This is an optimization exercise on Yosys and OpenROAD, whose aim is small area and few clock cycles, not a production implementation. The RTL was checked by simulation tests, not by an equivalence proof against the original design.

==> flow/design.v <==
`default_nettype none
package bnn_pkg;
  localparam int XLEN      = 64;
  localparam int BUF_DEPTH = 8;
  localparam int IDX_W     = 3;
  localparam int CNT_W     = 4;
  localparam int SUM_W     = 10;
  localparam int TAG_W     = 8;
  localparam int POP_W     = 7;
  localparam logic [CNT_W-1:0] MAX_COUNT  = CNT_W'(BUF_DEPTH);
  localparam logic [XLEN-1:0]  WORD_BYTES = XLEN'(XLEN / 8);
  localparam logic [4:0] MEM_CMD_LOAD = 5'b00000;
  localparam logic [2:0] MEM_TYP_D    = 3'b011;
  typedef enum logic [6:0] {
    FUNCT_LOAD_W  = 7'd0,
    FUNCT_COMPUTE = 7'd1
  } bnn_funct_e;
  typedef enum logic [1:0] {
    MODE_NONE,
    MODE_LOAD,
    MODE_COMPUTE
  } job_mode_e;
  typedef struct packed {
    logic [6:0]      inst_funct;
    logic [4:0]      inst_rs2;
    logic [4:0]      inst_rs1;
    logic            inst_xd;
    logic            inst_xs1;
    logic            inst_xs2;
    logic [4:0]      inst_rd;
    logic [6:0]      inst_opcode;
    logic [XLEN-1:0] rs1;
    logic [XLEN-1:0] rs2;
  } rocc_cmd_t;
  typedef struct packed {
    logic [4:0]      rd;
    logic [XLEN-1:0] data;
  } rocc_resp_t;
  typedef struct packed {
    logic [XLEN-1:0]  addr;
    logic [TAG_W-1:0] tag;
    logic [4:0]       cmd;
    logic [2:0]       typ;
    logic [XLEN-1:0]  data;
  } mem_req_t;
  typedef struct packed {
    logic [TAG_W-1:0] tag;
    logic [XLEN-1:0]  data;
    logic             has_data;
  } mem_resp_t;
  typedef struct packed {
    logic busy;
  } ctrl_out_t;
  typedef struct packed {
    job_mode_e        mode;
    logic [4:0]       rd;
    logic             xd;
    logic [CNT_W-1:0] count;
    logic [XLEN-1:0]  base;
  } job_t;
endpackage
`default_nettype wire
`timescale 1ns/10ps
`default_nettype none
module bnn_rocc_accel (
  input  wire                        clk_i,
  input  wire                        rst_n_i,
  input  wire                        en_i,
  input  wire                        rocc_cmd_v_i,
  input  wire bnn_pkg::rocc_cmd_t    rocc_cmd_data_i,
  output logic                       rocc_cmd_ready_o,
  output logic                       rocc_resp_v_o,
  output bnn_pkg::rocc_resp_t        rocc_resp_data_o,
  input  wire                        rocc_resp_ready_i,
  output logic                       rocc_mem_req_v_o,
  output bnn_pkg::mem_req_t          rocc_mem_req_data_o,
  input  wire                        rocc_mem_req_ready_i,
  input  wire                        rocc_mem_resp_v_i,
  input  wire bnn_pkg::mem_resp_t    rocc_mem_resp_data_i,
  output bnn_pkg::ctrl_out_t         rocc_ctrl_o,
  input  wire                        manycore_req_val_i,
  input  wire [bnn_pkg::XLEN-1:0]    manycore_req_msg_i,
  output logic                       manycore_req_rdy_o
);
  localparam int XLEN  = bnn_pkg::XLEN;
  localparam int SUM_W = bnn_pkg::SUM_W;
  localparam int CNT_W = bnn_pkg::CNT_W;
  localparam int IDX_W = bnn_pkg::IDX_W;
  logic             dec_load, dec_comp, dec_mem, dec_big;
  logic [CNT_W-1:0] dec_cnt;
  assign dec_load = (rocc_cmd_data_i.inst_funct == bnn_pkg::FUNCT_LOAD_W);
  assign dec_comp = (rocc_cmd_data_i.inst_funct == bnn_pkg::FUNCT_COMPUTE);
  assign dec_mem  = dec_load | dec_comp;
  assign dec_big  = (|rocc_cmd_data_i.rs2[XLEN-1:CNT_W]) ||
                    (rocc_cmd_data_i.rs2[CNT_W-1:0] > bnn_pkg::MAX_COUNT);
  assign dec_cnt  = !dec_mem ? '0 :
                    dec_big  ? bnn_pkg::MAX_COUNT : rocc_cmd_data_i.rs2[CNT_W-1:0];
  logic             busy_q;
  logic             xd_q;
  logic             comp_q;
  logic             load_q;
  logic [4:0]       rd_q;
  logic [CNT_W-1:0] cnt_q;    
  logic [CNT_W-1:0] iss_q;    
  logic [CNT_W-1:0] rem_q;    
  logic [XLEN-1:0]  addr_q;   
  logic [SUM_W-1:0] acc_q;
  logic [SUM_W-1:0] thr_q;
  logic reply_v, done_now, finish, cmd_fire, issue_more, req_fire;
  assign reply_v    = rocc_mem_resp_v_i && rocc_mem_resp_data_i.has_data;
  assign done_now   = (rem_q == '0) || (reply_v && (rem_q == CNT_W'(1)));
  assign finish     = busy_q && (xd_q ? (rem_q == '0) && rocc_resp_ready_i : done_now);
  assign rocc_cmd_ready_o = en_i && (!busy_q || finish);
  assign cmd_fire         = rocc_cmd_v_i && rocc_cmd_ready_o;
  assign rocc_resp_v_o      = busy_q && xd_q && (rem_q == '0);
  assign rocc_ctrl_o.busy   = busy_q;
  assign manycore_req_rdy_o = !busy_q;
  assign issue_more       = (iss_q != cnt_q);
  assign rocc_mem_req_v_o = issue_more || (cmd_fire && (dec_cnt != '0));
  assign req_fire         = rocc_mem_req_v_o && rocc_mem_req_ready_i;
  logic [XLEN-1:0] req_addr;
  assign req_addr = cmd_fire ? rocc_cmd_data_i.rs1 : addr_q;
  always_comb begin
    rocc_mem_req_data_o.addr = req_addr;
    rocc_mem_req_data_o.tag  = {{(bnn_pkg::TAG_W - IDX_W){1'b0}},
                                (cmd_fire ? {IDX_W{1'b0}} : iss_q[IDX_W-1:0])};
    rocc_mem_req_data_o.cmd  = bnn_pkg::MEM_CMD_LOAD;
    rocc_mem_req_data_o.typ  = bnn_pkg::MEM_TYP_D;
    rocc_mem_req_data_o.data = '0;
  end
  always_ff @(posedge clk_i) begin
    addr_q <= req_addr + (req_fire ? bnn_pkg::WORD_BYTES : '0);
  end
  logic [XLEN-1:0]  w_q [bnn_pkg::BUF_DEPTH];
  logic [IDX_W-1:0] beat_idx;
  logic [XLEN-1:0]  beat_data;
  logic [XLEN-1:0]  w_rd;
  assign beat_idx  = rocc_mem_resp_data_i.tag[IDX_W-1:0];
  assign beat_data = rocc_mem_resp_data_i.data;
  assign w_rd      = w_q[beat_idx];
  always_ff @(posedge clk_i) begin
    if (reply_v && load_q) begin
      w_q[beat_idx] <= beat_data;
    end
  end
  function automatic logic [bnn_pkg::POP_W-1:0] popcount(
    input logic [XLEN-1:0] w
  );
    logic [bnn_pkg::POP_W-1:0] n;
    n = '0;
    for (int i = 0; i < XLEN; i++) begin
      n = n + w[i];
    end
    popcount = n;
  endfunction
  logic [bnn_pkg::POP_W-1:0] pop;
  logic [SUM_W-1:0]          acc_d;
  assign pop   = popcount(~(beat_data ^ w_rd));
  assign acc_d = acc_q + ((reply_v && comp_q) ? {{(SUM_W - bnn_pkg::POP_W){1'b0}}, pop} : '0);
  always_comb begin
    rocc_resp_data_o.rd              = rd_q;
    rocc_resp_data_o.data            = '0;
    rocc_resp_data_o.data[SUM_W-1:0] = acc_q;
    rocc_resp_data_o.data[XLEN-1]    = (comp_q || load_q) && (acc_q >= thr_q);
  end
  always_ff @(posedge clk_i) begin
    if (cmd_fire) begin
      xd_q   <= rocc_cmd_data_i.inst_xd;
      rd_q   <= rocc_cmd_data_i.inst_rd;
      comp_q <= dec_comp;
      load_q <= dec_load;
      acc_q  <= '0;
    end else begin
      acc_q  <= acc_d;
    end
  end
  always_ff @(posedge clk_i) begin
    if (!rst_n_i) begin
      busy_q <= 1'b0;
      cnt_q  <= '0;
      iss_q  <= '0;
      rem_q  <= '0;
      thr_q  <= '0;
    end else begin
      if (manycore_req_val_i && !busy_q) begin
        thr_q <= manycore_req_msg_i[SUM_W-1:0];
      end
      if (cmd_fire) begin
        busy_q <= (dec_cnt != '0) || rocc_cmd_data_i.inst_xd;
        cnt_q  <= dec_cnt;
        iss_q  <= req_fire ? CNT_W'(1) : '0;
        rem_q  <= dec_cnt;
      end else begin
        if (finish) begin
          busy_q <= 1'b0;
        end
        if (req_fire) begin
          iss_q <= iss_q + 1'b1;
        end
        if (reply_v && (rem_q != '0)) begin
          rem_q <= rem_q - 1'b1;
        end
      end
    end
  end
endmodule
`default_nettype wire
Settings: LEC_CHECK=0, CAP_MARGIN=20, CORE_MARGIN=2, CORE_UTILIZATION=40, SLEW_MARGIN=20; clock period 10.0 ns.
run.sh (not shown) runs the stock make flow with config.mk's settings and CLKGATE_MAP_FILE= SYNTH_SCRIPT=/design/flow/synth_recipe.tcl, a recipe that flattens the netlist after the stock synthesis.
Testbench counts at the start, summed over its fixed seeds: cycles 16,179.
Then changed:
--- a/flow/design.v
+++ b/flow/design.v
@@ -108,12 +108,12 @@
   logic [SUM_W-1:0] thr_q;
   logic reply_v, done_now, finish, cmd_fire, issue_more, req_fire;
   assign reply_v    = rocc_mem_resp_v_i && rocc_mem_resp_data_i.has_data;
   assign done_now   = (rem_q == '0) || (reply_v && (rem_q == CNT_W'(1)));
-  assign finish     = busy_q && (xd_q ? (rem_q == '0) && rocc_resp_ready_i : done_now);
+  assign finish     = busy_q && done_now && (!xd_q || rocc_resp_ready_i);
   assign rocc_cmd_ready_o = en_i && (!busy_q || finish);
   assign cmd_fire         = rocc_cmd_v_i && rocc_cmd_ready_o;
-  assign rocc_resp_v_o      = busy_q && xd_q && (rem_q == '0);
+  assign rocc_resp_v_o      = busy_q && xd_q && done_now;
   assign rocc_ctrl_o.busy   = busy_q;
   assign manycore_req_rdy_o = !busy_q;
   assign issue_more       = (iss_q != cnt_q);
   assign rocc_mem_req_v_o = issue_more || (cmd_fire && (dec_cnt != '0));
@@ -159,10 +159,10 @@
   assign acc_d = acc_q + ((reply_v && comp_q) ? {{(SUM_W - bnn_pkg::POP_W){1'b0}}, pop} : '0);
   always_comb begin
     rocc_resp_data_o.rd              = rd_q;
     rocc_resp_data_o.data            = '0;
-    rocc_resp_data_o.data[SUM_W-1:0] = acc_q;
-    rocc_resp_data_o.data[XLEN-1]    = (comp_q || load_q) && (acc_q >= thr_q);
+    rocc_resp_data_o.data[SUM_W-1:0] = acc_d;
+    rocc_resp_data_o.data[XLEN-1]    = (comp_q || load_q) && (acc_d >= thr_q);
   end
   always_ff @(posedge clk_i) begin
     if (cmd_fire) begin
       xd_q   <= rocc_cmd_data_i.inst_xd;
The new run ran to the end with violations: negative setup slack. First-iteration DRC count rises by 30%. Critical path depth rises by 7. Sequential cell count stays the same. Setup slack gets worse by 2.9 ns. Fmax falls by 23%. Final area rises by 6.7%. Hold slack hardly moves. Non-clock buffer count rises by 143. Wire length rises by 9.1%. Via count rises by 5.4%. Clock skew falls by 0.023 ns. Utilization rises by 3.4 points. Sequential share of layout area falls by 3.2 points. Clock-buffer cell count falls by 4.
Testbench counts after the change, summed over its fixed seeds: cycles 14,970.

-- separate check: timing with driven ports --
In the flow no input, the clock included, has a driving cell. The finished layouts below were timed again as built, in two steps. Step 1, drivers: a clkbuf_16 drives clk_i and a buf_2 each remaining input, both assumed. Step 2 adds t to the input delays and takes it off the output delays; t is the mean of the earliest and latest rising clock arrival at the registers after step 1. Input paths then give back, and output paths get back, about the clock's delay inside the block. Three values: no drivers, after step 1, after step 2; two values: the first two.
run | t (ns) | setup WS [ns] | slew at the worst register clock pin (ns)
the first run | 0.663 | 0.149 / 0.195 / -0.468 | 0.06 / 0.06
the second run | 0.665 | -2.780 / -2.840 / -2.840 | 0.06 / 0.06
With both steps, setup timing fails in the first run, where it was met with ideal ports. For the first run, which loses most, drivers alone change the setup slack by +0.046 ns; drivers and shift together by -0.617 ns.
